Background: an optimization exercise with open tools, aiming at small area and a short achievable clock period. Do not read the settings as production practice.
RTL that was checked went through simulation tests only; none was proved equivalent to the original.
No functional check of the RTL was part of runs 2 to 4.
Power is estimated from default activity; no workload was simulated.

`flow/flow/run.sh`:
```
#!/bin/bash
# The standard layout (standard.sh), with two changes:
# - port buffers are a real buffer cell, not the delay cell buffer_ports
#   picks by default;
# - after synthesis every combinational cell is set to its smallest drive
#   (downsize.py), and placement and timing repair size up what needs it.
set -euo pipefail
export BUFFER_PORTS_ARGS="-buffer_cell sky130_fd_sc_hd__buf_4"
bash standard.sh synth > synth.log 2>&1
R=orfs/results/sky130hd/executor/base
python3 flow/downsize.py "$FLOW_HOME/platforms/sky130hd/lib/sky130_fd_sc_hd__tt_025C_1v80.lib" \
    $R/1_2_yosys.v $R/1_2_yosys_small.v > downsize.log 2>&1
mv $R/1_2_yosys_small.v $R/1_2_yosys.v
rm -f $R/1_synth.odb $R/1_synth.sdc
bash standard.sh > standard.log 2>&1
```
`flow/flow/downsize.py`:
```
#!/usr/bin/env python3
"""Set every combinational cell of a netlist to the smallest drive of its type.

Reads the liberty file for cell areas; cells whose names differ only in the
drive suffix (_0, _1, _2, ...) share function and pins. Sequential cells,
tie cells and anything without a smaller variant are left alone. The placer
and the timing repair size cells up again where slew, load or timing need it.
usage: downsize.py LIB NETLIST_IN NETLIST_OUT
"""
import re
import sys

lib, src, dst = sys.argv[1:4]
text = open(lib).read()
area = {}
for m in re.finditer(r'cell\s*\(\s*"?(sky130_fd_sc_hd__\w+)"?\s*\)\s*\{\s*(.*?)area\s*:\s*([\d.]+)', text, re.S):
    area[m.group(1)] = float(m.group(3))

keep = ('df', 'edf', 'sdf', 'dl', 'sedf', 'conb', 'tap', 'fill', 'decap', 'lpflow', 'probe',
        'clkbuf', 'clkinv', 'clkdly', 'dlygate', 'dlymetal', 'buf', 'inv', 'bufinv', 'bufbuf')
groups = {}
for cell in area:
    m = re.match(r'sky130_fd_sc_hd__(\w+?)_(\d+)$', cell)
    if not m:
        continue
    base = m.group(1)
    if base.startswith(keep):
        continue
    groups.setdefault(base, []).append(cell)

best = {}
for base, cells in groups.items():
    # smallest area; among equal areas the larger drive
    cells.sort(key=lambda c: (area[c], -int(c.rsplit('_', 1)[1])))
    for c in cells:
        best[c] = cells[0]

count = 0
out = []
for line in open(src):
    m = re.match(r'(\s*)(sky130_fd_sc_hd__\w+)(\s.*)', line)
    if m and m.group(2) in best and best[m.group(2)] != m.group(2):
        line = m.group(1) + best[m.group(2)] + m.group(3) + '\n'
        count += 1
    out.append(line)
open(dst, 'w').write(''.join(out))
print(f'downsized {count} cells')
```
`flow/standard.sh`:
```
#!/bin/bash
# synth_recipe.tcl (not shown) runs the flow's synth.tcl, then flattens the netlist and writes it again
# the make line also repeats each setting of config.mk as NAME=value (left out here)
make -C /OpenROAD-flow-scripts/flow DESIGN_CONFIG=/design/flow/config.mk WORK_HOME=/design/flow/orfs CLKGATE_MAP_FILE= SYNTH_SCRIPT=/design/flow/synth_recipe.tcl "${@:-finish}"
```
`flow/config.mk`:
```
export PLATFORM = sky130hd
export DESIGN_NAME = executor
export DESIGN_NICKNAME = executor
export VERILOG_FILES = /design/flow/design.v
export SDC_FILE = /design/flow/constraint.sdc
export NUM_CORES = 8
export LEC_CHECK = 0
export CAP_MARGIN = 20
export CORE_MARGIN = 2
export CORE_UTILIZATION = 55
export CTS_CLUSTER_DIAMETER = 100
export CTS_CLUSTER_SIZE = 28
export PLACE_DENSITY = 0.65
export SETUP_SLACK_MARGIN = 4.8
export SLEW_MARGIN = 20
export SYNTH_HIERARCHICAL = 1
export TNS_END_PERCENT = 5
```
`flow/constraint.sdc`:
```
create_clock -name core_clock -period 10.0 [get_ports {clk}]
set_input_delay 2.0000 -clock core_clock [delete_from_list [all_inputs] [get_ports {clk}]]
set_output_delay 2.0000 -clock core_clock [all_outputs]
set_load 0.01 [all_outputs]
```
`flow/design.v`:
```
`default_nettype none
package arm_exec_pkg;
    typedef logic [32-1:0] word_t;
    typedef struct packed {
        logic n;
        logic z;
        logic c;
        logic v;
    } flags_t;
    typedef enum logic [3:0] {
        OP_EOR = 4'd1,
        OP_SUB = 4'd2,
        OP_ADD = 4'd4,
        OP_TST = 4'd8,
        OP_TEQ = 4'd9,
        OP_CMP = 4'd10,
        OP_ORR = 4'd12,
        OP_MOV = 4'd13,
        OP_BIC = 4'd14,
        OP_MVN = 4'd15
    } opcode_t;
    typedef enum logic [3:0] {
        COND_EQ = 4'd0,
        COND_NE = 4'd1,
        COND_CS = 4'd2,
        COND_CC = 4'd3,
        COND_MI = 4'd4,
        COND_PL = 4'd5,
        COND_VS = 4'd6,
        COND_VC = 4'd7,
        COND_HI = 4'd8,
        COND_LS = 4'd9,
        COND_GE = 4'd10,
        COND_LT = 4'd11,
        COND_GT = 4'd12,
        COND_LE = 4'd13,
        COND_AL = 4'd14
    } cond_t;
    typedef enum logic [1:0] {
        SHIFT_LSL = 2'd0,
        SHIFT_LSR = 2'd1,
        SHIFT_ASR = 2'd2,
        SHIFT_ROR = 2'd3
    } shift_t;
    typedef enum logic [1:0] {
        FMT_DATA   = 2'd0,
        FMT_MEMORY = 2'd1,
        FMT_BRANCH = 2'd2
    } format_t;
endpackage
`default_nettype wire
`timescale 1ns/1ps
`default_nettype none
module shift_step #(
    parameter int W = 32,
    parameter int D = 1
) (
    input  logic [W+D-1:0] in,
    input  logic           s,
    output logic [W-1:0]   out
);
    assign out = ~(s ? in[W+D-1:D] : in[W-1:0]);
endmodule
module shift_ctl (
    input  logic [1:0] shift_type,
    output logic       lsl,
    output logic       asr,
    output logic       ror
);
    assign lsl = (shift_type == 2'd0);
    assign asr = (shift_type == 2'd2);
    assign ror = (shift_type == 2'd3);
endmodule
module shift_field (
    input  logic [31:0] rm_value,
    input  logic        lsl,
    input  logic        asr,
    input  logic        ror,
    output logic [62:0] field_n
);
    for (genvar i = 0; i < 32; i++) begin : g_low
        assign field_n[i] = ~(lsl ? rm_value[31 - i] : rm_value[i]);
    end
    for (genvar i = 0; i < 31; i++) begin : g_high
        assign field_n[32 + i] = ~((ror & rm_value[i]) | (asr & rm_value[31]));
    end
endmodule
module operand_shifter (
    input  logic [31:0] rm_value,
    input  logic [4:0]  amount,
    input  logic [1:0]  shift_type,
    output logic        lsl,
    output logic [31:0] shifted      
);
    logic        asr;
    logic        ror;
    logic [62:0] field_n;
    logic [46:0] st16;
    logic [38:0] st8_n;
    logic [34:0] st4;
    logic [32:0] st2_n;
    shift_ctl u_ctl (
        .shift_type (shift_type),
        .lsl        (lsl),
        .asr        (asr),
        .ror        (ror)
    );
    shift_field u_field (
        .rm_value (rm_value),
        .lsl      (lsl),
        .asr      (asr),
        .ror      (ror),
        .field_n  (field_n)
    );
    shift_step #(.W(47), .D(16)) u_st16 (.in(field_n), .s(amount[4]), .out(st16));
    shift_step #(.W(39), .D(8))  u_st8  (.in(st16),    .s(amount[3]), .out(st8_n));
    shift_step #(.W(35), .D(4))  u_st4  (.in(st8_n),   .s(amount[2]), .out(st4));
    shift_step #(.W(33), .D(2))  u_st2  (.in(st4),     .s(amount[1]), .out(st2_n));
    shift_step #(.W(32), .D(1))  u_st1  (.in(st2_n),   .s(amount[0]), .out(shifted));
endmodule
module operand_select #(
    parameter int W = 32
) (
    input  logic [W-1:0] imm,
    input  logic [W-1:0] fwd,
    input  logic [W-1:0] rev,
    input  logic         take_imm,
    input  logic         take_fwd,
    input  logic         take_rev,
    output logic [W-1:0] y
);
    assign y = (imm & {W{take_imm}}) | (fwd & {W{take_fwd}}) | (rev & {W{take_rev}});
endmodule
`default_nettype wire
`timescale 1ns/1ps
`default_nettype none
module pg_start (
    input  logic a,
    input  logic b,
    output logic gn,     
    output logic tn      
);
    assign gn = ~(a & b);
    assign tn = ~(a | b);
endmodule
module pg_n2p (
    input  logic gn,
    input  logic tn,
    input  logic gpn,
    input  logic tpn,
    output logic g,
    output logic t
);
    assign g = ~(gn & (tn | gpn));
    assign t = ~(tn | tpn);
endmodule
module pg_p2n (
    input  logic g,
    input  logic t,
    input  logic gp,
    input  logic tp,
    output logic gn,
    output logic tn
);
    assign gn = ~(g | (t & gp));
    assign tn = ~(t & tp);
endmodule
module g_n2p (
    input  logic gn,
    input  logic tn,
    input  logic gpn,
    output logic g
);
    assign g = ~(gn & (tn | gpn));
endmodule
module g_p2n (
    input  logic g,
    input  logic t,
    input  logic gp,
    output logic gn
);
    assign gn = ~(g | (t & gp));
endmodule
module xor2_cell (
    input  logic a,
    input  logic b,
    output logic y
);
    assign y = a ^ b;
endmodule
module nor4_cell (
    input  logic a,
    input  logic b,
    input  logic c,
    input  logic d,
    output logic y
);
    assign y = ~(a | b | c | d);
endmodule
module nor2_cell (
    input  logic a,
    input  logic b,
    output logic y
);
    assign y = ~(a | b);
endmodule
module zero32 (
    input  logic [31:0] x,
    output logic        zero
);
    logic [7:0] q;
    logic [1:0] h_n;
    for (genvar i = 0; i < 8; i++) begin : g_q
        nor4_cell u_nor (.a(x[4*i]), .b(x[4*i+1]), .c(x[4*i+2]), .d(x[4*i+3]), .y(q[i]));
    end
    for (genvar i = 0; i < 2; i++) begin : g_h
        nand4_cell u_nand (.a(q[4*i]), .b(q[4*i+1]), .c(q[4*i+2]), .d(q[4*i+3]), .y(h_n[i]));
    end
    nor2_cell u_all (.a(h_n[0]), .b(h_n[1]), .y(zero));
endmodule
module inv_cell (
    input  logic a,
    output logic y
);
    assign y = ~a;
endmodule
module prefix_carry #(
    parameter int W = 32
) (
    input  logic [W-1:0] a,
    input  logic [W-1:0] b,
    output logic [W-1:0] gen
);
    localparam int L = (W > 8) ? 5 : 3;    
    logic [W-1:0] g [L+1];
    logic [W-1:0] t [L+1];
    for (genvar i = 0; i < W; i++) begin : g_start
        pg_start u_cell (.a(a[i]), .b(b[i]), .gn(g[0][i]), .tn(t[0][i]));
    end
    for (genvar l = 0; l < L; l++) begin : g_level
        localparam int D = 1 << l;
        for (genvar i = 0; i < W; i++) begin : g_bit
            if (i >= 2 * D) begin : g_pg
                if (l % 2 == 0) begin : g_n
                    pg_n2p u_cell (.gn(g[l][i]), .tn(t[l][i]), .gpn(g[l][i-D]), .tpn(t[l][i-D]),
                                   .g(g[l+1][i]), .t(t[l+1][i]));
                end else begin : g_p
                    pg_p2n u_cell (.g(g[l][i]), .t(t[l][i]), .gp(g[l][i-D]), .tp(t[l][i-D]),
                                   .gn(g[l+1][i]), .tn(t[l+1][i]));
                end
            end else if (i >= D) begin : g_g
                if (l % 2 == 0) begin : g_n
                    g_n2p u_cell (.gn(g[l][i]), .tn(t[l][i]), .gpn(g[l][i-D]), .g(g[l+1][i]));
                end else begin : g_p
                    g_p2n u_cell (.g(g[l][i]), .t(t[l][i]), .gp(g[l][i-D]), .gn(g[l+1][i]));
                end
                assign t[l+1][i] = 1'b0;
            end else begin : g_pass
                inv_cell u_cell (.a(g[l][i]), .y(g[l+1][i]));
                assign t[l+1][i] = 1'b0;
            end
        end
    end
    assign gen = g[L];
endmodule
module opcode_decode (
    input  logic [3:0] opcode,
    output logic       writes_rd,
    output logic       supported
);
    always_comb begin
        case (opcode)
            4'd1, 4'd2, 4'd4, 4'd12, 4'd13, 4'd14, 4'd15: begin
                writes_rd = 1'b1;
                supported = 1'b1;
            end
            4'd8, 4'd9, 4'd10: begin
                writes_rd = 1'b0;
                supported = 1'b1;
            end
            default: begin
                writes_rd = 1'b0;
                supported = 1'b0;
            end
        endcase
    end
endmodule
module dataproc_logic (
    input  logic [3:0]  opcode,
    input  logic        sub,         
    input  logic [31:0] rn_value,
    input  logic [31:0] operand2,
    output logic [31:0] logic_res,
    output logic        z_logic,
    output logic        z_arith
);
    logic [31:0] hs;
    logic [31:0] zero_bits;
    for (genvar i = 0; i < 32; i++) begin : g_hs
        xor2_cell u_hs (.a(rn_value[i]), .b(operand2[i]), .y(hs[i]));
    end
    always_comb begin
        case (opcode)
            4'd8:    logic_res = rn_value & operand2;    
            4'd12:   logic_res = rn_value | operand2;    
            4'd13:   logic_res = operand2;               
            4'd14:   logic_res = rn_value & ~operand2;   
            4'd15:   logic_res = ~operand2;              
            default: logic_res = hs;                     
        endcase
    end
    zero32 u_z_logic (.x(logic_res), .zero(z_logic));
    logic [31:0] zero_carry;
    assign zero_carry = {rn_value[30:0] | operand2[30:0], 1'b0} & {32{~sub}};
    for (genvar i = 0; i < 32; i++) begin : g_zb
        xor2_cell u_zb (.a(hs[i]), .b(zero_carry[i]), .y(zero_bits[i]));
    end
    zero32 u_z_arith (.x(zero_bits), .zero(z_arith));
endmodule
module dataproc_adder (
    input  logic        sub,         
    input  logic [31:0] x,
    input  logic [31:0] operand2,
    output logic [31:0] sum,
    output logic        c_arith,
    output logic        v_arith,     
    output logic        v_gate
);
    logic [31:0] gen;
    logic [31:0] hx;
    logic [31:0] hxs;
    for (genvar i = 0; i < 32; i++) begin : g_hx
        xor2_cell u_hx  (.a(x[i]), .b(operand2[i]), .y(hx[i]));
        xor2_cell u_hxs (.a(hx[i]), .b(sub), .y(hxs[i]));
    end
    prefix_carry #(.W(32)) u_carry (.a(x), .b(operand2), .gen(gen));
    assign sum[0] = hxs[0];
    for (genvar i = 1; i < 32; i++) begin : g_sum
        xor2_cell u_sum (.a(hxs[i]), .b(gen[i-1]), .y(sum[i]));
    end
    xor2_cell u_c (.a(gen[31]), .b(sub), .y(c_arith));
    xor2_cell u_v (.a(operand2[31]), .b(gen[30]), .y(v_arith));
    assign v_gate = ~hx[31];
endmodule
`default_nettype wire
`timescale 1ns/1ps
`default_nettype none
module mux2i_cell (
    input  logic a,
    input  logic b,
    input  logic s,
    output logic y
);
    assign y = ~(s ? b : a);
endmodule
module condition_entry #(
    parameter logic [3:0] F = 4'd0
) (
    input  logic [3:0] cond,
    output logic       passes
);
    localparam logic N = F[3];
    localparam logic Z = F[2];
    localparam logic C = F[1];
    localparam logic V = F[0];
    logic [2:0] pair;
    logic       even;
    logic       odd;
    assign pair = cond[3:1];
    always_comb begin
        case (pair)
            3'd0:    even = Z;
            3'd1:    even = C;
            3'd2:    even = N;
            3'd3:    even = V;
            3'd4:    even = C & ~Z;             
            3'd5:    even = (N == V);           
            3'd6:    even = ~Z & (N == V);      
            default: even = 1'b1;               
        endcase
        odd = (pair == 3'd7) | ~even;
    end
    mux2i_cell u_mux (.a(~even), .b(~odd), .s(cond[0]), .y(passes));
endmodule
module condition_table (
    input  logic [3:0]  cond,
    output logic [15:0] table_out
);
    for (genvar f = 0; f < 16; f++) begin : g_flags
        condition_entry #(.F(4'(f))) u_entry (.cond(cond), .passes(table_out[f]));
    end
endmodule
module condition_check (
    input  logic [3:0] flags,    
    input  logic [3:0] cond,
    output logic       passes
);
    logic n, z, c, v;
    assign {n, z, c, v} = flags;
    logic [15:0] table_out;
    condition_table u_table (.cond(cond), .table_out(table_out));
    logic [7:0] m1_n;    
    logic [3:0] m2;      
    logic [1:0] m3_n;    
    for (genvar j = 0; j < 8; j++) begin : g_m1
        localparam int NN = j / 4;
        localparam int CC = (j / 2) % 2;
        localparam int VV = j % 2;
        mux2i_cell u_mux (.a(table_out[8*NN + 0 + 2*CC + VV]), .b(table_out[8*NN + 4 + 2*CC + VV]),
                          .s(z), .y(m1_n[j]));
    end
    for (genvar j = 0; j < 4; j++) begin : g_m2
        localparam int NN = j / 2;
        localparam int VV = j % 2;
        mux2i_cell u_mux (.a(m1_n[4*NN + VV]), .b(m1_n[4*NN + 2 + VV]), .s(c), .y(m2[j]));
    end
    for (genvar j = 0; j < 2; j++) begin : g_m3
        mux2i_cell u_mux (.a(m2[j]), .b(m2[2 + j]), .s(n), .y(m3_n[j]));
    end
    mux2i_cell u_m4 (.a(m3_n[0]), .b(m3_n[1]), .s(v), .y(passes));
endmodule
`default_nettype wire
`timescale 1ns/1ps
`default_nettype none
module mem_row_decode (
    input  logic [7:0]  addr,
    output logic [31:0] hi,      
    output logic [31:0] lo
);
    logic [7:0] hi0;
    logic [7:0] lo0;
    logic [7:0] hi1;
    logic [7:0] lo1;
    for (genvar i = 0; i < 8; i++) begin : g_line
        assign hi0[i] = (addr[7:5] == 3'(i));
        assign lo0[i] = (addr[4:2] == 3'(i));
    end
    assign lo1 = {lo0[6:0], lo0[7]};
    assign hi1 = lo0[7] ? {hi0[6:0], hi0[7]} : hi0;
    for (genvar k = 0; k < 4; k++) begin : g_bank
        logic next;
        assign next = (addr[1:0] > 2'(k));
        assign hi[8*k +: 8] = next ? hi1 : hi0;
        assign lo[8*k +: 8] = next ? lo1 : lo0;
    end
endmodule
module aoi22_cell (
    input  logic a1,
    input  logic a2,
    input  logic b1,
    input  logic b2,
    output logic y
);
    assign y = ~((a1 & a2) | (b1 & b2));
endmodule
module nand3_cell (
    input  logic a,
    input  logic b,
    input  logic c,
    output logic y
);
    assign y = ~(a & b & c);
endmodule
module nand4_cell (
    input  logic a,
    input  logic b,
    input  logic c,
    input  logic d,
    output logic y
);
    assign y = ~(a & b & c & d);
endmodule
module byte_select8 (
    input  logic [63:0] data,    
    input  logic [7:0]  sel,
    output logic [7:0]  y
);
    for (genvar b = 0; b < 8; b++) begin : g_bit
        logic [3:0] t_n;
        for (genvar q = 0; q < 4; q++) begin : g_pair
            aoi22_cell u_aoi (
                .a1 (sel[2*q]),
                .a2 (data[8*(2*q) + b]),
                .b1 (sel[2*q+1]),
                .b2 (data[8*(2*q+1) + b]),
                .y  (t_n[q])
            );
        end
        nand4_cell u_nand (.a(t_n[0]), .b(t_n[1]), .c(t_n[2]), .d(t_n[3]), .y(y[b]));
    end
endmodule
module bank_read_mux (
    input  logic [511:0] bank,
    input  logic [7:0]   hi,
    input  logic [7:0]   lo,
    output logic [7:0]   data
);
    logic [63:0] group;      
    for (genvar h = 0; h < 8; h++) begin : g_group
        byte_select8 u_lo (.data(bank[64*h +: 64]), .sel(lo), .y(group[8*h +: 8]));
    end
    byte_select8 u_hi (.data(group), .sel(hi), .y(data));
endmodule
module addr_adder (
    input  logic [7:0] rn,
    input  logic [7:0] offset,
    input  logic       up,
    output logic [7:0] addr
);
    logic [7:0] gen;
    logic [7:0] hs;
    prefix_carry #(.W(8)) u_carry (.a(rn ^ {8{~up}}), .b(offset), .gen(gen));
    for (genvar i = 0; i < 8; i++) begin : g_bit
        xor2_cell u_hs  (.a(rn[i]), .b(offset[i]), .y(hs[i]));
    end
    assign addr[0] = hs[0];
    for (genvar i = 1; i < 8; i++) begin : g_sum
        xor2_cell u_sum (.a(hs[i]), .b(gen[i-1]), .y(addr[i]));
    end
endmodule
module mem_read_addr (
    input  logic [7:0]  rn,
    input  logic [7:0]  offset,
    input  logic        up,
    input  logic        en,
    output logic [31:0] hi,      
    output logic [31:0] lo,
    output logic [1:0]  lane
);
    logic [7:0]  addr;
    logic [31:0] hi_any;
    addr_adder u_add (
        .rn     (rn),
        .offset (offset),
        .up     (up),
        .addr   (addr)
    );
    mem_row_decode u_decode (
        .addr (addr),
        .hi   (hi_any),
        .lo   (lo)
    );
    assign hi   = hi_any & {32{en}};
    assign lane = addr[1:0];
endmodule
module mem_read_port (
    input  logic [2047:0] mem,       
    input  logic [31:0]   hi,        
    input  logic [31:0]   lo,
    output logic [31:0]   bytes      
);
    for (genvar k = 0; k < 4; k++) begin : g_bank
        bank_read_mux u_mux (
            .bank (mem[512*k +: 512]),
            .hi   (hi[8*k +: 8]),
            .lo   (lo[8*k +: 8]),
            .data (bytes[8*k +: 8])
        );
    end
endmodule
module mem_word_merge (
    input  logic [31:0] bytes,       
    input  logic [3:0]  lane,        
    input  logic [31:0] other_n,     
    output logic [31:0] word
);
    for (genvar j = 0; j < 4; j++) begin : g_lane
        for (genvar b = 0; b < 8; b++) begin : g_bit
            logic t01_n;
            logic t23_n;
            aoi22_cell u_t01 (
                .a1 (lane[(0 - j) & 3]), .a2 (bytes[8*0 + b]),
                .b1 (lane[(1 - j) & 3]), .b2 (bytes[8*1 + b]),
                .y  (t01_n)
            );
            aoi22_cell u_t23 (
                .a1 (lane[(2 - j) & 3]), .a2 (bytes[8*2 + b]),
                .b1 (lane[(3 - j) & 3]), .b2 (bytes[8*3 + b]),
                .y  (t23_n)
            );
            nand3_cell u_or (
                .a (t01_n),
                .b (t23_n),
                .c (other_n[8*(3-j) + b]),
                .y (word[8*(3-j) + b])
            );
        end
    end
endmodule
module mem_write_port (
    input  logic [7:0]   addr,
    input  logic         en,
    input  logic [31:0]  word,
    output logic [255:0] row_en,     
    output logic [255:0] row_hold,   
    output logic [31:0]  bytes       
);
    logic [31:0] hi;
    logic [31:0] lo;
    mem_row_decode u_decode (
        .addr (addr),
        .hi   (hi),
        .lo   (lo)
    );
    for (genvar k = 0; k < 4; k++) begin : g_bank
        logic [1:0] j;
        assign j = 2'(k) - addr[1:0];
        assign bytes[8*k +: 8] = word[8*(3-j) +: 8];
        for (genvar r = 0; r < 64; r++) begin : g_row
            nand3_cell u_hold (
                .a (hi[8*k + r/8]),
                .b (lo[8*k + r%8]),
                .c (en),
                .y (row_hold[64*k + r])
            );
            inv_cell u_en (.a(row_hold[64*k + r]), .y(row_en[64*k + r]));
        end
    end
endmodule
`default_nettype wire
`timescale 1ns/1ps
`default_nettype none
module executor (
    input  logic        clk,
    input  logic        nreset,
    input  logic        enable,
    input  logic [31:0] decoder_inst,
    input  logic [31:0] rn_value,
    input  logic [31:0] rd_rm_value,    
    input  logic [31:0] pc,
    output logic        ready,
    output logic [3:0]  cpsr,
    output logic        condition_passes,
    output logic [31:0] executor_inst,
    output logic        update_pc,
    output logic [31:0] new_pc,
    output logic        update_rd,
    output logic [31:0] rd_value
);
    logic [31:0] inst;
    logic [1:0]  fmt;
    assign inst = decoder_inst;
    assign fmt  = inst[27:26];
    logic cond_passes;
    condition_check u_condition_check (
        .flags  (cpsr),
        .cond   (inst[31:28]),
        .passes (condition_passes)
    );
    condition_check u_condition_internal (
        .flags  (cpsr),
        .cond   (inst[31:28]),
        .passes (cond_passes)
    );
    logic data_op;
    logic memory_op;
    logic branch_op;
    logic is_branch;
    assign data_op   = enable && (fmt == 2'd0);
    assign memory_op = enable && (fmt == 2'd1);
    assign branch_op = enable && (fmt == 2'd2);
    assign is_branch = cond_passes && branch_op;
    logic [31:0] shifted;
    logic [31:0] shifted_rev;
    logic        shift_lsl;
    operand_shifter u_operand_shifter (
        .rm_value   (rd_rm_value),
        .amount     (inst[11:7]),
        .shift_type (inst[6:5]),
        .lsl        (shift_lsl),
        .shifted    (shifted)
    );
    for (genvar i = 0; i < 32; i++) begin : g_rev
        assign shifted_rev[i] = shifted[31 - i];
    end
    logic [31:0] rotated_imm;
    assign rotated_imm = 32'({24'd0, inst[7:0], 24'd0, inst[7:0]} >> {inst[11:8], 1'b0});
    logic [29:0] link_word;
    logic [30:0] branch_sum;
    logic [31:0] branch_target;
    logic [31:0] link_value;
    assign link_word     = pc[31:2] + 30'd1;
    assign branch_sum    = {link_word, 1'b1} + {{6{inst[23]}}, inst[23:0], 1'b1};
    assign branch_target = {branch_sum[30:1], pc[1:0]};
    assign link_value    = {link_word, pc[1:0]};
    logic        link_op;
    logic [31:0] operand2;
    assign link_op = !data_op;
    operand_select #(.W(32)) u_operand2 (
        .imm      (link_op ? link_value : rotated_imm),
        .fwd      (shifted),
        .rev      (shifted_rev),
        .take_imm (inst[25] || link_op),
        .take_fwd (!inst[25] && !link_op && !shift_lsl),
        .take_rev (!inst[25] && !link_op && shift_lsl),
        .y        (operand2)
    );
    logic alu_writes_rd;
    logic alu_supported;
    opcode_decode u_opcode_decode (
        .opcode    (inst[24:21]),
        .writes_rd (alu_writes_rd),
        .supported (alu_supported)
    );
    logic op_sub;
    logic op_arith;
    assign op_sub   = data_op && ((inst[24:21] == 4'd2) || (inst[24:21] == 4'd10));
    assign op_arith = data_op && ((inst[24:21] == 4'd2) || (inst[24:21] == 4'd10)
                                  || (inst[24:21] == 4'd4));
    logic take_op;
    logic flags_op;
    assign take_op  = !nreset && ((data_op && alu_writes_rd) || (branch_op && inst[24]));
    assign flags_op = !nreset && data_op && inst[20] && alu_supported;
    logic [31:0] logic_res;
    logic        z_logic;
    logic        z_arith;
    dataproc_logic u_dataproc_logic (
        .opcode    (data_op ? inst[24:21] : 4'd13),      
        .sub       (op_sub),
        .rn_value  (rn_value),
        .operand2  (operand2),
        .logic_res (logic_res),
        .z_logic   (z_logic),
        .z_arith   (z_arith)
    );
    logic [31:0] alu_x_q;
    logic [31:0] alu_op2_q;
    logic        alu_sub_q;
    logic [31:0] logic_q;
    logic        z_logic_q;
    logic        z_arith_q;
    logic        res_arith_q;    
    logic        res_logic_q;    
    logic        flag_arith_q;   
    logic        flag_logic_q;   
    logic [3:0]  cpsr_q;         
    always_ff @(posedge clk) begin
        alu_x_q      <= rn_value ^ {32{op_sub}};
        alu_op2_q    <= operand2;
        alu_sub_q    <= op_sub;
        logic_q      <= logic_res;
        z_logic_q    <= z_logic;
        z_arith_q    <= z_arith;
        res_arith_q  <= cond_passes && take_op && op_arith;
        res_logic_q  <= cond_passes && take_op && !op_arith;
        flag_arith_q <= cond_passes && flags_op && op_arith;
        flag_logic_q <= cond_passes && flags_op && !op_arith;
        cpsr_q       <= nreset ? 4'd0 : cpsr;
    end
    logic [31:0] alu_sum;
    logic        c_arith;
    logic        v_arith;
    logic        v_gate;
    dataproc_adder u_dataproc_adder (
        .sub      (alu_sub_q),
        .x        (alu_x_q),
        .operand2 (alu_op2_q),
        .sum      (alu_sum),
        .c_arith  (c_arith),
        .v_arith  (v_arith),
        .v_gate   (v_gate)
    );
    logic [3:0] cpsr_other;
    assign cpsr_other[3] = flag_logic_q ? logic_q[31] : cpsr_q[3];
    assign cpsr_other[2] = flag_logic_q ? z_logic_q   : cpsr_q[2];
    assign cpsr_other[1] = !flag_logic_q && cpsr_q[1];
    assign cpsr_other[0] = !flag_logic_q && cpsr_q[0];
    assign cpsr[3] = flag_arith_q ? alu_sum[31] : cpsr_other[3];
    assign cpsr[2] = flag_arith_q ? z_arith_q   : cpsr_other[2];
    assign cpsr[1] = flag_arith_q ? c_arith     : cpsr_other[1];
    assign cpsr[0] = (flag_arith_q && v_gate && v_arith) || (!flag_arith_q && cpsr_other[0]);
    logic [7:0] offset8;
    logic [7:0] store_addr;
    operand_select #(.W(8)) u_offset (
        .imm      (inst[7:0]),
        .fwd      (shifted[7:0]),
        .rev      (shifted_rev[7:0]),
        .take_imm (!inst[25]),
        .take_fwd (inst[25] && !shift_lsl),
        .take_rev (inst[25] && shift_lsl),
        .y        (offset8)
    );
    addr_adder u_store_addr (
        .rn     (rn_value[7:0]),
        .offset (inst[7:0]),
        .up     (inst[23]),
        .addr   (store_addr)
    );
    logic mem_read_op;
    logic mem_read_en;
    logic mem_write_en;
    assign mem_read_op  = !nreset && memory_op && inst[20];
    assign mem_read_en  = cond_passes && mem_read_op;
    assign mem_write_en = cond_passes && (memory_op && !inst[20] && !inst[25]);
    logic [2047:0] mem;          
    logic [255:0]  mem_row_en;
    logic [255:0]  mem_row_hold;
    logic [31:0]   mem_bytes;
    mem_write_port u_mem_write (
        .addr     (store_addr),
        .en       (mem_write_en),
        .word     (rd_rm_value),
        .row_en   (mem_row_en),
        .row_hold (mem_row_hold),
        .bytes    (mem_bytes)
    );
    always_ff @(posedge clk) begin
        for (int i = 0; i < 256; i++) begin
            mem[8*i +: 8] <= (mem_bytes[8*(i/64) +: 8] & {8{mem_row_en[i]}})
                             | (mem[8*i +: 8] & {8{mem_row_hold[i]}});
        end
    end
    logic [31:0] load_hi;
    logic [31:0] load_lo;
    logic [1:0]  load_lane;
    logic [31:0] load_hi_q;
    logic [31:0] load_lo_q;
    logic [3:0]  load_lane_q;    
    logic [31:0] load_bytes;
    mem_read_addr u_mem_read_addr (
        .rn     (rn_value[7:0]),
        .offset (offset8),
        .up     (inst[23]),
        .en     (mem_read_en),
        .hi     (load_hi),
        .lo     (load_lo),
        .lane   (load_lane)
    );
    always_ff @(posedge clk) begin
        load_hi_q   <= load_hi;
        load_lo_q   <= load_lo;
        load_lane_q <= 4'b0001 << load_lane;
    end
    mem_read_port u_mem_read (
        .mem   (mem),
        .hi    (load_hi_q),
        .lo    (load_lo_q),
        .bytes (load_bytes)
    );
    logic [31:0] alu_word_n;
    assign alu_word_n = ~((alu_sum & {32{res_arith_q}}) | (logic_q & {32{res_logic_q}}));
    mem_word_merge u_mem_merge (
        .bytes   (load_bytes),
        .lane    (load_lane_q),
        .other_n (alu_word_n),
        .word    (rd_value)
    );
    logic inst_take;
    logic inst_hold;
    logic pc_take;
    logic pc_hold;
    assign inst_take = !nreset && enable;
    assign inst_hold = !nreset && !enable;
    assign pc_take   = cond_passes && (!nreset && branch_op);
    assign pc_hold   = !nreset && !(cond_passes && branch_op);
    always_ff @(posedge clk) begin
        executor_inst <= (inst & {32{inst_take}}) | (executor_inst & {32{inst_hold}});
        new_pc        <= (branch_target & {32{pc_take}}) | (new_pc & {32{pc_hold}});
    end
    always_ff @(posedge clk) begin
        if (nreset) begin
            ready     <= 1'b0;
            update_pc <= 1'b0;
            update_rd <= 1'b0;
        end else begin
            ready     <= enable;
            update_pc <= is_branch;
            update_rd <= cond_passes && ((data_op && alu_writes_rd) || (branch_op && inst[24])
                                         || mem_read_op);
        end
    end
endmodule
`default_nettype wire
```
==> impl_results.md, run 1 <==
- Status: no timing/DRC/antenna violations
- Post-DP HPWL: around 220000 µm
- Gpl congestion: 0.976
- Fin. Hold Viols: 0
- Via count: roughly 83000
- Leakage: 41.7 nW
- Clock Path Buffers: 3
- Number of nets in the layout: approximately 9500
- H-tree depth: 3
- CP delay by family, top: multiplexers
- Max-slew headroom: around 23%
- Setup total negative slack: 0 ps
- Total wire length: 343000 µm
- Final setup vio count: 0
- Crit. End Element: flip-flop
- DRC viols: 0
- Vias in the first global route: 77700
- Buf/Inv on CP: 6
- Fmax: 181 MHz
- CP most frequent cell: mux2i_1
- CP max stage cell: a222oi_1
- TritonCTS clock tree: yes
- Overall Power: a little under 20 mW
- CTS Buf Count: 95
- Final worst path period need: 5540 ps
- Crit-path max cell delay: approximately 480 ps
- Pwr Density: 183 mW/mm²
- Largest net degree at the start of global routing: 147
- # rows: 154
- Post-Syn Instances: 9660
- Iteration-0 DRC Markers: 10500
- RSZ-0062 raised after global routing: true
- Drt pass-1 iters: 8
- Initial core utilization: between 50 and 60%
- CTS clk-pin slew, worst paths: 110 ps
- Grt ovf: 0
- Clock Sinks: 2290
- MaxCap Viol Count: 0
- WP data required: 10690 ps
- Height of the chip: roughly 420 µm
- Hold Path Class: reg -> reg
- Period Utilization, post-route: 55.4%
- Tightest Pin Transition: about 1200 ps
- Max Transition Viols Final: 0
- IO Pins: 235
- Mapped Area: 0.0972 mm²
- Die width: 424 µm
- Clk Latency, worst-skew pair: roughly 790 ps
- Startpoint Class: primary input
- Die footprint: roughly 0.18 mm²
- Area Overhead vs Synth: 8.44%
- CTS Root Cell: clkbuf_16
- Routed Antenna Nets: 0
- Total GRT Usage: about 36%
- Hold path depth: 2
- First-pass GRT wire length: 505000 µm
- Worst path depth: 19
- Peak supply drop: around 0.17 mV
- Number of synthesis warnings: 33
- Mapped Avg Cell Area: 10.1 µm²
- Clk_skew: 53.2 ps
- Worst-case reg-to-reg path depth: 19
- WS Path Type: in -> reg
- I/O Buffers: 234
- Vias per Instance: just over 7
- Syn nets: 9829
- Layout cells sized above 1: 11.6%
- Core Region: 0.176 mm²
- Worst path arrival time: 6230 ps
- WL per Instance: a little under 30 µm
- Antenna violations before repair: 33
- Critical Path, Cell by Cell: buf_16 -> nor2_4 -> buf_12 -> buf_16 -> mux2i_1 -> mux2i_1 -> mux2i_1 -> buf_4 -> buf_4 -> mux2i_1 -> mux2i_1 -> mux2i_1 -> a222oi_1 -> inv_1 -> xor2_1 -> o221a_2 -> nor4_1 -> nand4_1 -> nor2_1
- CP max FO: 8
==> final timing paths <==
check	startpoint	end	slack [ps]
max	decoder_inst[5]	z_logic_q$_DFF_P_	4460
min	new_pc[24]$_DFF_P_	new_pc[24]$_DFF_P_	460
max reg2reg	alu_op2_q[7]$_DFF_P_	mem[316]$_DFF_P_	4670
min reg2reg	new_pc[24]$_DFF_P_	new_pc[24]$_DFF_P_	460
==> worst register-to-register path, delay by kind of cell (launching register included) <==
family | cells | cell delay [ps]
mux | 3 | 620
buf+inv | 4 | 1550
xor+xnor | 1 | 230
compound gates | 5 | 1050
simple gates | 6 | 1440
flops | 1 | 410
==> cells in the final DEF (no fill, tap or decap), drive strengths merged, types with 38 or more instances in the layout <==
cell / n
dfxtp: 2290
a22o: 2053
a22oi: 1283
buf: 487
inv: 395
mux2i: 323
nand3: 317
nand4: 309
nor2: 289
o21ai: 281
nand2: 262
xor2: 226
a21oi: 151
clkbuf: 100
xnor2: 91
and2: 48
a222oi: 40
o21bai: 38
==> through the flow <==
stage	instances	util, %	hold slack [ps]	worst slack [ps]	instance area, µm²
after floorplan	9660	-	440	95.0	97200
after global placement	11400	56.2	437	2080	98900
after CTS	11700	59.6	464	4600	105000
after global routing	11700	59.9	475	4320	105000
final	11700	59.9	461	4460	105000
after detailed placement	11400	56.2	442	2070	98900
==> sequential cells by signal, summed over array words and instances (netlist names), 4 cells and up <==
| signal | cells |
|---|---|
| alu_op2_q | 32 |
| executor_inst | 32 |
| load_lo_q | 32 |
| new_pc | 32 |
| load_lane_q | 4 |
| load_hi_q | 32 |
| cpsr_q | 4 |
| logic_q | 32 |
| mem | 2048 |
| alu_x_q | 32 |
==> routing by layer <==
metal	vias to the layer above	share of wire [%]	wire, µm	GRT usage (%)
li1	36600	-	-	-
met1	41500	42	145000	50.7
met2	4400	43	147000	53.4
met3	746	9.9	33900	7.11
met4	32	5.0	17000	16.1
met5	-	0.085	290	0
==> report_power, final <==
part | internal (mW) | switching, mW | total, mW
Sequential | 9.51 | 0.320 | 9.83
Combinational | 1.25 | 3.43 | 4.67
Clock | 1.78 | 2.96 | 4.74
==> timing repair <==
action,in CTS,in global routing
hold buffers,0,0
buffers inserted,117,25
endpoints found under the setup margin,2152,2147
pin swaps,141,13
cloned,17,4
resized for setup,409,63
==> final cells by class <==
type	instances	area [µm²]
tap	2340	2930
clock buffer	97	2410
timing repair inverter	1	5.00
sequential	2290	45900
multi-input combinational	6083	47700
inverter	396	1520
antenna	17	42.5
fill	14800	70600
timing repair buffer	493	4650
clock inverter	16	234
==> inputs of run 2 (changes only) <==
--- a/flow/design.v
+++ b/flow/design.v
@@ -120,2 +120,9 @@
 endmodule
+module nand2_cell (
+    input  logic a,
+    input  logic b,
+    output logic y
+);
+    assign y = ~(a & b);
+endmodule
 module operand_select #(
@@ -131,3 +138,11 @@
 );
-    assign y = (imm & {W{take_imm}}) | (fwd & {W{take_fwd}}) | (rev & {W{take_rev}});
+    for (genvar i = 0; i < W; i++) begin : g_bit
+        logic imm_n;
+        logic fwd_n;
+        logic rev_n;
+        nand2_cell u_imm (.a(imm[i]), .b(take_imm), .y(imm_n));
+        nand2_cell u_fwd (.a(fwd[i]), .b(take_fwd), .y(fwd_n));
+        nand2_cell u_rev (.a(rev[i]), .b(take_rev), .y(rev_n));
+        nand3_cell u_or  (.a(imm_n), .b(fwd_n), .c(rev_n), .y(y[i]));
+    end
 endmodule
@@ -590,3 +605,5 @@
 module mem_write_port (
-    input  logic [7:0]   addr,
+    input  logic [7:0]   rn,
+    input  logic [7:0]   offset,
+    input  logic         up,
     input  logic         en,
@@ -597,4 +614,11 @@
 );
+    logic [7:0]  addr;
     logic [31:0] hi;
     logic [31:0] lo;
+    addr_adder u_add (
+        .rn     (rn),
+        .offset (offset),
+        .up     (up),
+        .addr   (addr)
+    );
     mem_row_decode u_decode (
@@ -608,7 +632,10 @@
         assign bytes[8*k +: 8] = word[8*(3-j) +: 8];
+        logic [7:0] lo_en;
+        for (genvar l = 0; l < 8; l++) begin : g_lo
+            assign lo_en[l] = lo[8*k + l] & en;
+        end
         for (genvar r = 0; r < 64; r++) begin : g_row
-            nand3_cell u_hold (
-                .a (hi[8*k + r/8]),
-                .b (lo[8*k + r%8]),
-                .c (en),
+            nand2_cell u_hold (
+                .a (hi[8*k + r / 8]),
+                .b (lo_en[r % 8]),
                 .y (row_hold[64*k + r])
@@ -772,3 +799,2 @@
     logic [7:0] offset8;
-    logic [7:0] store_addr;
     operand_select #(.W(8)) u_offset (
@@ -782,8 +808,2 @@
     );
-    addr_adder u_store_addr (
-        .rn     (rn_value[7:0]),
-        .offset (inst[7:0]),
-        .up     (inst[23]),
-        .addr   (store_addr)
-    );
     logic mem_read_op;
@@ -799,3 +819,5 @@
     mem_write_port u_mem_write (
-        .addr     (store_addr),
+        .rn       (rn_value[7:0]),
+        .offset   (inst[7:0]),
+        .up       (inst[23]),
         .en       (mem_write_en),
--- a/flow/config.mk
+++ b/flow/config.mk
@@ -13,3 +13,3 @@
 export PLACE_DENSITY = 0.65
-export SETUP_SLACK_MARGIN = 4.8
+export SETUP_SLACK_MARGIN = 5
 export SLEW_MARGIN = 20
==> run 2 against run 1 <==
  * Maximum frequency is 1.4% higher
  * Combinational power is 9.2% higher
  * Register-to-register slack better by 310 ps
  * Critical path type unchanged
  * Synthesized area barely moved
  * Total power grew 3.0%
  * First-iteration DRC count increased by 4.3%
  * Critical endpoint unchanged
  * Global-route usage up 1.3 points
  * Clock-buffer cell count up 4
  * Clock skew up 4.1 ps
==> impl_results.md, run 2 <==
- Startpoint Class: primary input
- RSZ-0062 raised after global routing: true
- Number of synthesis warnings: 34 (+3.0%)
- # rows: 154 (unchanged)
- Final worst path period need: 5460 ps (-74.1 ps)
- Fmax: 183 MHz (+1.4%)
- Most common cell after layout, fill and taps aside: dfxtp_1
- Max Transition Viols Final: 0 (unchanged)
- Worst r2r dst: mem[1353]$_DFF_P_
- Period Utilization, post-route: 54.6% (-0.74 points)
- Crit. End Element: flip-flop
- IO Pins: 235 (unchanged)
- CP max FO: 15 (+7)
- Clock Path Buffers: 3 (unchanged)
- Worst-case reg-to-reg path depth: 18 (-1)
- Antenna violations before repair: 17 (-48%)
- Largest net degree at the start of global routing: 68 (-54%)
- Gpl congestion: 1.04 (+6.7%)
- Max-slew headroom: 22.1% (-1.0 points)
- Area Overhead vs Synth: 10.5%
- Worst path arrival time: 6150 ps (-80 ps)
- First-pass GRT wire length: 519000 µm (+2.7%)
- Commonest cells after routing, fill and taps aside: dfxtp_1, a22o_1, a22oi_1
- CTS Buf Count: 95 (unchanged)
- Syn nets: 9943 (+1.2%)
- Layout cells sized above 1: 13.5% (+2.0 points)
- Max reg flops: 2048 (unchanged)
- Reg2Reg Setup Slack: 4980 ps (+310 ps)
- Post-DP HPWL: 222000 µm (+1.8%)
- Vias in the first global route: 78400 (+0.92%)
- WL per Instance: 29.7 µm (+1.6%)
- Peak supply drop: 0.167 mV (-3.1%)
- WP data required: 10690 ps (about the same)
- Worst setup path start: decoder_inst[5]
- Setup total negative slack: 0 ps (unchanged)
- Vias per Instance: 7.02 (-1.0%)
- Clk Latency, worst-skew pair: 810 ps (+20 ps)
- CTS Root Cell: clkbuf_16
- Drt pass-1 iters: 6 (-2)
- Worst setup path end: z_logic_q$_DFF_P_
- Reg2reg start: alu_op2_q[5]$_DFF_P_
- Biggest register: mem
- CTS clk-pin slew, worst paths: 110 ps (about the same)
- Total GRT Usage: 37.3% (+1.3 points)
- H-tree depth: 3 (unchanged)
- Core Region: 0.176 mm² (unchanged)
- Clk_skew: 57.3 ps (+4.11 ps)
- MaxCap Viol Count: 0 (unchanged)
- Die footprint: 0.180 mm² (about the same)
- Clock Sinks: 2290 (unchanged)
- Via count: 83500 (+0.25%)
- Fillers: 14700 (-0.74%)
- TritonCTS clock tree: yes
- Post-Syn Instances: 9774 (+1.2%)
- Final setup vio count: 0 (unchanged)
- Tightest Pin Transition: 1170 ps (+15.7 ps)
- Mapped Avg Cell Area: 9.94 µm² (-1.2%)
- Iteration-0 DRC Markers: 11000 (+4.3%)
- Mapped Area: 0.0972 mm² (about the same)
- DRC viols: 0 (unchanged)
- Status: no timing/DRC/antenna violations
- Height of the chip: 424 µm (about the same)
- Number of nets in the layout: 9685 (+1.6%)
- Leakage: 42.6 nW (+2.1%)
- Hold Path Class: reg -> reg
- Initial core utilization: 55.2% (about the same)
- Routed Antenna Nets: 0 (unchanged)
- Util after Layout: 61.0% (+1.1 points)
- Die width: 424 µm (about the same)
- Grt ovf: 0 (unchanged)
- WS Path Type: in -> reg
- Fin. Hold Viols: 0 (unchanged)
- Total wire length: 353000 µm (+2.9%)
- Pwr Density: 185 mW/mm² (+1.1%)
- I/O Buffers: 234 (unchanged)
==> run 2: timing repair <==
action                                  4_1_cts  5_1_grt
setup buffers                               141        8
endpoints found under the setup margin     2151     2149
gates cloned                                 49        3
hold buffers                                  0        0
endpoints found under the hold margin         0        0
pin swaps                                   177        7
gates resized for setup                     671       80
==> run 2: per-stage QoR <==
| step | area (µm²) | total power, mW | std cells | setup WS (ps) | hold WS (ps) |
|---|---|---|---|---|---|
| 4_1_cts | 107000 | 19.7 | 11900 | 4630 | 472 |
| 3_3_place_gp | 98900 | 13.8 | 11600 | 2090 | 443 |
| 2_1_floorplan | 97200 | 12.2 | 9774 | 4880 | 440 |
| 6_report | 107000 | 19.8 | 11900 | 4540 | 471 |
| 3_5_place_dp | 98900 | 13.8 | 11600 | 2000 | 453 |
| 5_1_grt | 107000 | 20.4 | 11900 | 4450 | 493 |
==> run 2: worst min path at each step <==
| stage | slack (ps) | end | start | cells after the start |
|---|---|---|---|---|
| after floorplan | 440 | mem[1015]$_DFF_P_ | mem[1015]$_DFF_P_ | 1 |
| after global placement | 440 | new_pc[9]$_DFF_P_ | new_pc[9]$_DFF_P_ | 2 |
| after detailed placement | 450 | new_pc[13]$_DFF_P_ | new_pc[13]$_DFF_P_ | 2 |
| after CTS | 470 | new_pc[8]$_DFF_P_ | new_pc[8]$_DFF_P_ | 2 |
| after global routing | 490 | mem[888]$_DFF_P_ | mem[888]$_DFF_P_ | 1 |
| final | 470 | new_pc[13]$_DFF_P_ | new_pc[13]$_DFF_P_ | 2 |
==> run 2: cell type report <==
type	count	area, µm²	share of cell area, %
Timing Repair inverter	1	5.00	0.00466
Clock buffer	101	2440	2.27
Multi-Input combinational cell	6244	48400	45.1
Timing Repair Buffer	525	5890	5.49
Clock inverter	14	280	0.261
Sequential cell	2290	46000	42.9
Tap cell	2340	2930	2.73
Inverter	359	1370	1.28
Antenna cell	12	30.0	0.0280
==> run 2: critical path, cell delays in order <==
cell and delay [ps]:
buf_6 140, nor2_4 190, buf_4 170, buf_16 130, mux2i_1 280, mux2i_1 150, mux2i_1 240, mux2i_1 230
mux2i_1 380, mux2i_1 150, nand2_1 100, nand3_1 360, xor2_1 320, o221a_2 330, nor4_1 390, nand4_1 260
nor2_1 310
==> run 2: routing by layer <==
| layer | vias to the layer above | share of wire, % | global-route usage (%) |
|---|---|---|---|
| met1 | 41500 | 42 | 51.4 |
| met3 | 790 | 9.4 | 7.12 |
| met5 | - | 0.039 | 0.159 |
| met4 | 16 | 5.7 | 18.4 |
| li1 | 36700 | - | - |
| met2 | 4441 | 43 | 56.1 |
==> run 2: power by group <==
part           switching [mW]  internal (mW)  leakage, nW
registers               0.369           9.52         18.5
clock network            2.97           1.85         1.32
logic                    3.48           1.62         22.7
==> inputs of run 3 (changes only) <==
--- a/flow/design.v
+++ b/flow/design.v
@@ -614,28 +614,25 @@
 );
-    logic [7:0]  addr;
-    logic [31:0] hi;
-    logic [31:0] lo;
-    addr_adder u_add (
-        .rn     (rn),
-        .offset (offset),
-        .up     (up),
-        .addr   (addr)
-    );
-    mem_row_decode u_decode (
-        .addr (addr),
-        .hi   (hi),
-        .lo   (lo)
-    );
+    logic [1:0] lane;
     for (genvar k = 0; k < 4; k++) begin : g_bank
-        logic [1:0] j;
-        assign j = 2'(k) - addr[1:0];
-        assign bytes[8*k +: 8] = word[8*(3-j) +: 8];
-        logic [7:0] lo_en;
-        for (genvar l = 0; l < 8; l++) begin : g_lo
-            assign lo_en[l] = lo[8*k + l] & en;
+        logic [7:0] base;
+        logic [7:0] addr;
+        logic [7:0] hi;
+        logic [7:0] lo;
+        assign base = rn + 8'(3 - k);
+        addr_adder u_add (
+            .rn     (base),
+            .offset (offset),
+            .up     (up),
+            .addr   (addr)
+        );
+        decode3 u_hi (.x(addr[7:5]), .y(hi));
+        decode3 u_lo (.x(addr[4:2]), .y(lo));
+        if (k == 3) begin : g_lane
+            assign lane = addr[1:0];
         end
         for (genvar r = 0; r < 64; r++) begin : g_row
-            nand2_cell u_hold (
-                .a (hi[8*k + r / 8]),
-                .b (lo_en[r % 8]),
+            nand3_cell u_hold (
+                .a (hi[r / 8]),
+                .b (lo[r % 8]),
+                .c (en),
                 .y (row_hold[64*k + r])
@@ -645,2 +642,15 @@
     end
+    for (genvar k = 0; k < 4; k++) begin : g_byte
+        logic [1:0] j;
+        assign j = 2'(k) - lane;
+        assign bytes[8*k +: 8] = word[8*(3-j) +: 8];
+    end
+endmodule
+module decode3 (
+    input  logic [2:0] x,
+    output logic [7:0] y
+);
+    for (genvar i = 0; i < 8; i++) begin : g_line
+        assign y[i] = (x == 3'(i));
+    end
 endmodule
==> run 3 against run 2 <==
  * Non-clock buffer count is 57 lower
  * Synthesized cell count is 1.2% higher
  * First-iteration DRC count is 1.4% lower
  * Combinational power is 0.8% lower
  * Critical path depth is 7 lower
  * Critical endpoint is now condition_passes
  * Largest cell class unchanged
  * Utilization is 0.80 points lower
  * Clock power hardly changed
  * Worst hold slack worse by 17 ps
  * Highest routed layer unchanged
  * Still clean on timing, DRC and antenna
==> impl_results.md, run 3 <==
- Core Region: 0.178 mm² (+1.2%)
- IO Pins: 235 (unchanged)
- CP max FO: 7 (-8)
- Clock power share: 24.4% (about the same)
- Number of nets in the layout: 9758 (+0.75%)
- Vias per Instance: 7.14 (+1.6%)
- Clock Sinks: 2290 (unchanged)
- Setup total negative slack: 0 ps (unchanged)
- Clk_skew: 46.4 ps (-10.9 ps)
- Internal: 12.8 mW (-1.6%)
- Initial core utilization: 55.2% (about the same)
- TritonCTS clock tree: yes
- Total GRT Usage: 37.9% (+0.53 points)
- Hold buffers post-CTS: 0 (unchanged)
- Max-slew headroom: 18.3% (-3.8 points)
- Biggest register: mem
- Period Utilization, post-route: 56.7% (+2.1 points)
- Routed Antenna Nets: 0 (unchanged)
- Mapped Area: 0.0983 mm² (+1.2%)
- Leakage: 42.6 nW (about the same)
- DRC viols: 0 (unchanged)
- Syn nets: 10100 (+1.3%)
- Startpoint Class: primary input
- Total placed cells including tap cells: 11700 (+1.4%)
- Final worst path period need: 5670 ps (+209 ps)
- Util after Layout: 60.2% (-0.80 points)
- Grt ovf: 0 (unchanged)
- # rows: 155 (+0.65%)
- Commonest cells after routing, fill and taps aside: dfxtp_1, a22o_1, a22oi_1
- Largest net degree at the start of global routing: 79 (+16%)
- Height of the chip: 427 µm (+0.58%)
- Post-Syn Instances: 9895 (+1.2%)
- Crit. End Element: output port
- Max reg flops: 2048 (unchanged)
- Fmax: 176 MHz (-3.7%)
- Iteration-0 DRC Markers: 10800 (-1.4%)
- MaxCap Viol Count: 0 (unchanged)
- CTS Root Cell: clkbuf_16
- Post-DP Area: 0.100 mm² (+1.5%)
- Mapped Avg Cell Area: 9.94 µm² (about the same)
- Net Sw Frac: 35.3% (+0.84 points)
- Peak supply drop: 0.200 mV (+19%)
- Max Transition Viols Final: 0 (unchanged)
- Number of synthesis warnings: 34 (unchanged)
- Gpl congestion: 0.962 (-7.7%)
- RSZ-0062 raised after global routing: true
- Vias in the first global route: 79400 (+1.3%)
- First-pass GRT wire length: 530000 µm (+2.1%)
- Antenna violations before repair: 6 (-11)
- H-tree depth: 3 (unchanged)
- Clk Latency, worst-skew pair: 800 ps (about the same)
- WS Path Type: in -> out
- Post-DP HPWL: 232000 µm (+4.5%)
- I/O Buffers: 234 (unchanged)
- Clock Path Buffers: 3 (unchanged)
- Reg2Reg Setup Slack: 4910 ps (-70 ps)
- Tightest Pin Transition: 1220 ps (+53.4 ps)
- Drt pass-1 iters: 7 (+1)
- Final cell count without fillers: 12000 (+0.64%)
- Pwr Density: 184 mW/mm² (-0.15%)
- Design area: 0.107 mm² (-0.12%)
- Final setup vio count: 0 (unchanged)
- CTS Buf Count: 95 (unchanged)
- Area Overhead vs Synth: 9.05%
- Via count: 85400 (+2.2%)
- Most common cell after layout, fill and taps aside: dfxtp_1
- Worst path arrival time: 3670 ps (-2480 ps)
- Layout cells sized above 1: 12.0% (-1.6 points)
- Hold Path Class: reg -> reg
- Power share of the sequential group: 50.0% (about the same)
- Fin. Hold Viols: 0 (unchanged)
- CTS clk-pin slew, worst paths: 110 ps (about the same)
- WL per Instance: 30.1 µm (+1.4%)
- Logic gate share of total power: 25.6% (-0.2 points)
- Total wire length: 361000 µm (+2.1%)
- WP data required: 8000 ps (-2690 ps)
- Status: no timing/DRC/antenna violations
- Switching pwr: 6.97 mW (+2.2%)
- Die width: 427 µm (+0.58%)
- Die footprint: 0.182 mm² (+1.2%)
## run 3: stage by stage
step	setup WS, ps	hold slack, ps	power [mW]
6_report	4330	453	19.8
5_1_grt	4320	477	20.3
4_1_cts	4470	455	19.5
3_5_place_dp	1920	441	14.2
3_3_place_gp	2060	438	14.2
2_1_floorplan	95.0	440	12.4
## run 3: power groups by stage
| stage | sequential (mW) | combinational [mW] | clock, mW |
|---|---|---|---|
| 2_1_floorplan | 10.4 | 1.94 | 0 |
| 3_3_place_gp | 10.1 | 4.14 | 0 |
| 3_5_place_dp | 10.1 | 4.19 | 0 |
| 4_1_cts | 9.86 | 4.82 | 4.87 |
| 5_1_grt | 9.92 | 5.20 | 5.16 |
| 6_report | 9.88 | 5.06 | 4.82 |
## run 3: area by class of cell
class / instances / area, µm²
diodes: 4 / 10.0
clock buffers: 102 / 2470
fillers: 15000 / 70800
clock inverters: 13 / 249
repair buffers: 468 / 4750
flip-flops and latches: 2290 / 46000
well taps: 2355 / 2950
multi-input cells: 6361 / 49400
inverters: 369 / 1390
## run 3: worst paths after layout
check | start | to | cells after the start
setup / recovery | decoder_inst[29] | condition_passes | 10
hold / removal | new_pc[7]$_DFF_P_ | new_pc[7]$_DFF_P_ | 2
setup reg to reg | alu_op2_q[0]$_DFF_P_ | mem[1896]$_DFF_P_ | 19
hold reg to reg | new_pc[7]$_DFF_P_ | new_pc[7]$_DFF_P_ | 2
## run 3: metal layers
layer  track usage, %  share of wire [%]  vias to the layer above
met3             6.57                9.5                      822
met5                0             0.0069                        -
met2             56.3                 43                     4900
met1             52.5                 41                    42400
met4             19.9                6.2                        4
li1                 -                  -                    37200
## run 3: repair_timing
item	4_1_cts	5_1_grt
endpoints found under the setup margin	2230	2144
resized for setup	509	106
buffers inserted	86	10
endpoints found under the hold margin	0	0
cloned	28	3
pin swaps	123	12
## run 3: worst max-delay path, cell delays in order
cell and delay (ps):
buf_16 130, buf_4 140, nor3_2 160, a21oi_1 70, mux2i_1 200, mux2i_1 150
mux2i_2 180, mux2i_2 110, mux2i_2 330, buf_4 190
==> inputs of run 4 (changes only) <==
--- a/flow/design.v
+++ b/flow/design.v
@@ -73,16 +73,23 @@
 endmodule
-module shift_field (
+module shift_fill (
     input  logic [31:0] rm_value,
-    input  logic        lsl,
     input  logic        asr,
     input  logic        ror,
-    output logic [62:0] field_n
+    output logic [30:0] fill_n
 );
-    for (genvar i = 0; i < 32; i++) begin : g_low
-        assign field_n[i] = ~(lsl ? rm_value[31 - i] : rm_value[i]);
-    end
     for (genvar i = 0; i < 31; i++) begin : g_high
-        assign field_n[32 + i] = ~((ror & rm_value[i]) | (asr & rm_value[31]));
+        assign fill_n[i] = ~((ror & rm_value[i]) | (asr & rm_value[31]));
     end
 endmodule
+module shift_left_step #(
+    parameter int   D     = 1,
+    parameter logic ZERO  = 1'b0     
+) (
+    input  logic [31:0] in,
+    input  logic        s,
+    output logic [31:0] out
+);
+    assign out[D-1:0]  = s ? {D{ZERO}} : ~in[D-1:0];
+    assign out[31:D]   = ~(s ? in[31-D:0] : in[31:D]);
+endmodule
 module operand_shifter (
@@ -92,3 +99,4 @@
     output logic        lsl,
-    output logic [31:0] shifted      
+    output logic [31:0] right,       
+    output logic [31:0] left         
 );
@@ -96,3 +104,3 @@
     logic        ror;
-    logic [62:0] field_n;
+    logic [30:0] fill_n;
     logic [46:0] st16;
@@ -107,10 +115,9 @@
     );
-    shift_field u_field (
+    shift_fill u_fill (
         .rm_value (rm_value),
-        .lsl      (lsl),
         .asr      (asr),
         .ror      (ror),
-        .field_n  (field_n)
+        .fill_n   (fill_n)
     );
-    shift_step #(.W(47), .D(16)) u_st16 (.in(field_n), .s(amount[4]), .out(st16));
+    shift_step #(.W(47), .D(16)) u_st16 (.in({fill_n, ~rm_value}), .s(amount[4]), .out(st16));
     shift_step #(.W(39), .D(8))  u_st8  (.in(st16),    .s(amount[3]), .out(st8_n));
@@ -118,3 +125,12 @@
     shift_step #(.W(33), .D(2))  u_st2  (.in(st4),     .s(amount[1]), .out(st2_n));
-    shift_step #(.W(32), .D(1))  u_st1  (.in(st2_n),   .s(amount[0]), .out(shifted));
+    shift_step #(.W(32), .D(1))  u_st1  (.in(st2_n),   .s(amount[0]), .out(right));
+    logic [31:0] l16;
+    logic [31:0] l8_n;
+    logic [31:0] l4;
+    logic [31:0] l2_n;
+    shift_left_step #(.D(16), .ZERO(1'b0)) u_l16 (.in(~rm_value), .s(amount[4]), .out(l16));
+    shift_left_step #(.D(8),  .ZERO(1'b1)) u_l8  (.in(l16),       .s(amount[3]), .out(l8_n));
+    shift_left_step #(.D(4),  .ZERO(1'b0)) u_l4  (.in(l8_n),      .s(amount[2]), .out(l4));
+    shift_left_step #(.D(2),  .ZERO(1'b1)) u_l2  (.in(l4),        .s(amount[1]), .out(l2_n));
+    shift_left_step #(.D(1),  .ZERO(1'b0)) u_l1  (.in(l2_n),      .s(amount[0]), .out(left));
 endmodule
@@ -699,4 +715,4 @@
     assign is_branch = cond_passes && branch_op;
-    logic [31:0] shifted;
-    logic [31:0] shifted_rev;
+    logic [31:0] shift_right;
+    logic [31:0] shift_left;
     logic        shift_lsl;
@@ -707,7 +723,5 @@
         .lsl        (shift_lsl),
-        .shifted    (shifted)
+        .right      (shift_right),
+        .left       (shift_left)
     );
-    for (genvar i = 0; i < 32; i++) begin : g_rev
-        assign shifted_rev[i] = shifted[31 - i];
-    end
     logic [31:0] rotated_imm;
@@ -727,4 +741,4 @@
         .imm      (link_op ? link_value : rotated_imm),
-        .fwd      (shifted),
-        .rev      (shifted_rev),
+        .fwd      (shift_right),
+        .rev      (shift_left),
         .take_imm (inst[25] || link_op),
@@ -811,4 +825,4 @@
         .imm      (inst[7:0]),
-        .fwd      (shifted[7:0]),
-        .rev      (shifted_rev[7:0]),
+        .fwd      (shift_right[7:0]),
+        .rev      (shift_left[7:0]),
         .take_imm (!inst[25]),
==> run 4 against run 3 <==
  * Still clean
  * Maximum frequency increased by 1.4%
  * Sequential share of layout area decreased by 0.73 points
  * Clock-buffer cell count decreased by 4
  * Cell count increased by 1.7%
  * Critical path type is now in -> reg
  * Highest routed layer unchanged
==> impl_results.md, run 4 <==
- MaxCap Viol Count: 0 (unchanged)
- Biggest register: mem
- Largest net degree at the start of global routing: 157 (+99%)
- Vias in the first global route: 80500 (+1.4%)
- Pwr Density: 181 mW/mm² (-1.6%)
- Core Region: 0.181 mm² (+1.4%)
- Antenna violations before repair: 20 (+14)
- Critical Path, Cell by Cell: bufbuf_16 -> nor2b_1 -> mux2_2 -> mux2i_1 -> mux2i_1 -> mux2i_1 -> mux2i_1 -> mux2i_1 -> nand2b_1 -> nor4_4 -> buf_4 -> buf_8 -> buf_8 -> nand3_1 -> inv_1 -> a22o_1
- CTS Buf Count: 95 (unchanged)
- Max Transition Viols Final: 0 (unchanged)
- Post-Syn Instances: 10100 (+1.8%)
- CTS Root Cell: clkbuf_16
- Most common cell after layout, fill and taps aside: dfxtp_1
- Crit-path max cell delay: 480 ps (+150 ps)
- Register Area: 0.0459 mm² (about the same)
- Tightest Pin Transition: 1080 ps (-144 ps)
- Area of the multi-input gates: 0.0506 mm² (+2.4%)
- CTS clk-pin slew, worst paths: 110 ps (about the same)
- CP max FO: 54 (+47)
- Status: no timing/DRC/antenna violations
- Syn nets: 10300 (+1.8%)
- Area Overhead vs Synth: 9.26%
- Clock Path Buffers: 3 (unchanged)
- Total GRT Usage: 37.6% (-0.25 points)
- CP max stage cell: mux2i_1
- WS Path Type: in -> reg
- Worst path arrival time: 6340 ps (+2670 ps)
- Die footprint: 0.185 mm² (+1.5%)
- Via count: 86700 (+1.5%)
- Clock Sinks: 2290 (unchanged)
- Final cell count without fillers: 12200 (+1.7%)
- TritonCTS clock tree: yes
- CP most frequent cell: mux2i_1
- Layout cells sized above 1: 12.2% (+0.20 points)
- Post-DP HPWL: 232000 µm (about the same)
- WP data required: 10740 ps (+2740 ps)
- Peak supply drop: 0.172 mV (-14%)
- Number of synthesis warnings: 34 (unchanged)
- Setup total negative slack: 0 ps (unchanged)
- Initial core utilization: 55.3% (about the same)
- Fmax: 179 MHz (+1.4%)
- Die width: 430 µm (+0.73%)
- Fin. Hold Viols: 0 (unchanged)
- Commonest cells after routing, fill and taps aside: dfxtp_1, a22o_1, a22oi_1
- Max-slew headroom: 28.2% (+9.9 points)
- Mapped Area: 0.0998 mm² (+1.5%)
- Gpl congestion: 0.984 (+2.3%)
- Routed Antenna Nets: 0 (unchanged)
- Height of the chip: 430 µm (+0.73%)
- Clk_skew: 103 ps (+56.6 ps)
- Final setup vio count: 0 (unchanged)
- Drt pass-1 iters: 9 (+2)
- Crit. End Element: flip-flop
- Mapped Avg Cell Area: 9.90 µm² (-0.35%)
- DRC viols: 0 (unchanged)
- Clk Latency, worst-skew pair: 810 ps (about the same)
- WL per Instance: 30.3 µm (+0.36%)
- Vias per Instance: 7.12 (-0.23%)
- Iteration-0 DRC Markers: 10700 (-0.87%)
- Hold Path Class: reg -> reg
- I/O Buffers: 234 (unchanged)
- RSZ-0062 raised after global routing: true
- Total wire length: 368000 µm (+2.1%)
- Period Utilization, post-route: 55.9% (-0.78 points)
- Hold buffers post-CTS: 0 (unchanged)
- H-tree depth: 3 (unchanged)
- Hold path depth: 2 (unchanged)
- Startpoint Class: primary input
- Final worst path period need: 5590 ps (-78.0 ps)
- Grt ovf: 0 (unchanged)
- First-pass GRT wire length: 535000 µm (+1.1%)
- Worst-case reg-to-reg path depth: 20 (+1)
- Fillers: 15100 (+0.44%)
- # rows: 156 (+0.65%)
- IO Pins: 235 (unchanged)
- Leakage: 43.6 nW (+2.4%)
- Total placed cells including tap cells: 11900 (+1.6%)
- Max reg flops: 2048 (unchanged)
- Number of nets in the layout: 9936 (+1.8%)
## run 4: critical path, delay by kind of cell
| kind | cells | cell delay (ps) |
|---|---|---|
| buf+inv | 5 | 1670 |
| mux | 6 | 1320 |
| simple gates | 4 | 980 |
| compound gates | 1 | 200 |
## run 4: final cells by class
class / instances / area share, %
Multi-Input combinational cell: 6488 / 46.5
Sequential cell: 2290 / 42.1
Timing Repair Buffer: 482 / 4.74
Tap cell: 2370 / 2.72
Clock buffer: 98 / 2.22
Inverter: 405 / 1.40
Clock inverter: 20 / 0.293
Antenna cell: 17 / 0.0390
Timing Repair inverter: 1 / 0.00689
## run 4: final timing paths
kind	slack, ps	endpoint	start
worst min register to register	460	new_pc[3]$_DFF_P_	new_pc[3]$_DFF_P_
worst min-delay path	460	new_pc[3]$_DFF_P_	new_pc[3]$_DFF_P_
worst max register to register	4480	mem[42]$_DFF_P_	alu_op2_q[5]$_DFF_P_
worst max-delay path	4410	mem[42]$_DFF_P_	decoder_inst[31]
## run 4: per-stage QoR
step / instance area, µm² / setup slack [ps] / hold slack, ps / total power [mW] / util [%]
CTS: 108000 / 4430 / 459 / 19.6 / 60.0
detailed placement: 102000 / 2860 / 443 / 14.1 / 56.2
finish: 109000 / 4410 / 459 / 19.8 / 60.4
floorplan: 99800 / 95.0 / 440 / 12.3 / -
global route: 109000 / 4350 / 481 / 20.3 / 60.4
global placement: 102000 / 2910 / 434 / 14.0 / 56.2
## run 4: timing repair
action | 4_1_cts | 5_1_grt
endpoints found under the setup margin | 2165 | 2174
pin swaps | 173 | 6
resized for setup | 540 | 109
setup buffers | 89 | 9
gates cloned | 31 | 7
## run 4: report_power, final
part / switching (mW) / internal, mW / leakage, nW
Sequential: 0.340 / 9.53 / 18.5
Clock: 2.98 / 1.84 / 1.34
Combinational: 3.60 / 1.49 / 23.7
## run 4: metal layers
| layer | vias to the layer above | track usage [%] | share of wire (%) |
|---|---|---|---|
| met5 | - | 0.312 | 0.041 |
| met4 | 12 | 20.0 | 6.2 |
| met3 | 922 | 6.56 | 9.5 |
| met2 | 4890 | 57.5 | 44 |
| met1 | 43000 | 50.7 | 40 |
| li1 | 37800 | - | - |

==> static timing again, ports no longer ideal <==
Ports are ideal in the flow. The routed layouts listed here were re-timed in OpenROAD. Step 1: set_driving_cell puts a clkbuf_16 on clk and a buf_2 on each other input, an assumption about the parent block. Step 2 times the ports against the registers' clock, not the clock port: input delays grow and output delays shrink by t, the midpoint of the rising clock arrivals with the driver on. a / b / c = no drivers / after step 1 / after step 2; a / b = the first two.
| run | shift t [ns] | setup WS [ns] | worst hold slack (ns) | worst setup path after step 2 | slew at the worst register clock pin (ns) |
|---|---|---|---|---|---|
| run 1 | 0.863 | 4.463 / 4.467 / 3.636 | 0.461 / 0.461 / 0.461 | input to register | 0.12 / 0.12 |
| run 2 | 0.875 | 4.537 / 4.365 / 3.723 | 0.471 / 0.471 / 0.471 | input to register | 0.12 / 0.12 |
| run 3 | 0.883 | 4.327 / 4.116 / 3.610 | 0.453 / 0.453 / 0.453 | input to register | 0.12 / 0.12 |
| run 4 | 0.861 | 4.405 / 4.171 / 3.401 | 0.459 / 0.459 / 0.459 | input to register | 0.12 / 0.12 |
After both steps every run listed still meets setup and hold. The setup slack of run 4, which loses most, moves by -0.234 ns with the drivers and by -1.004 ns with both steps.
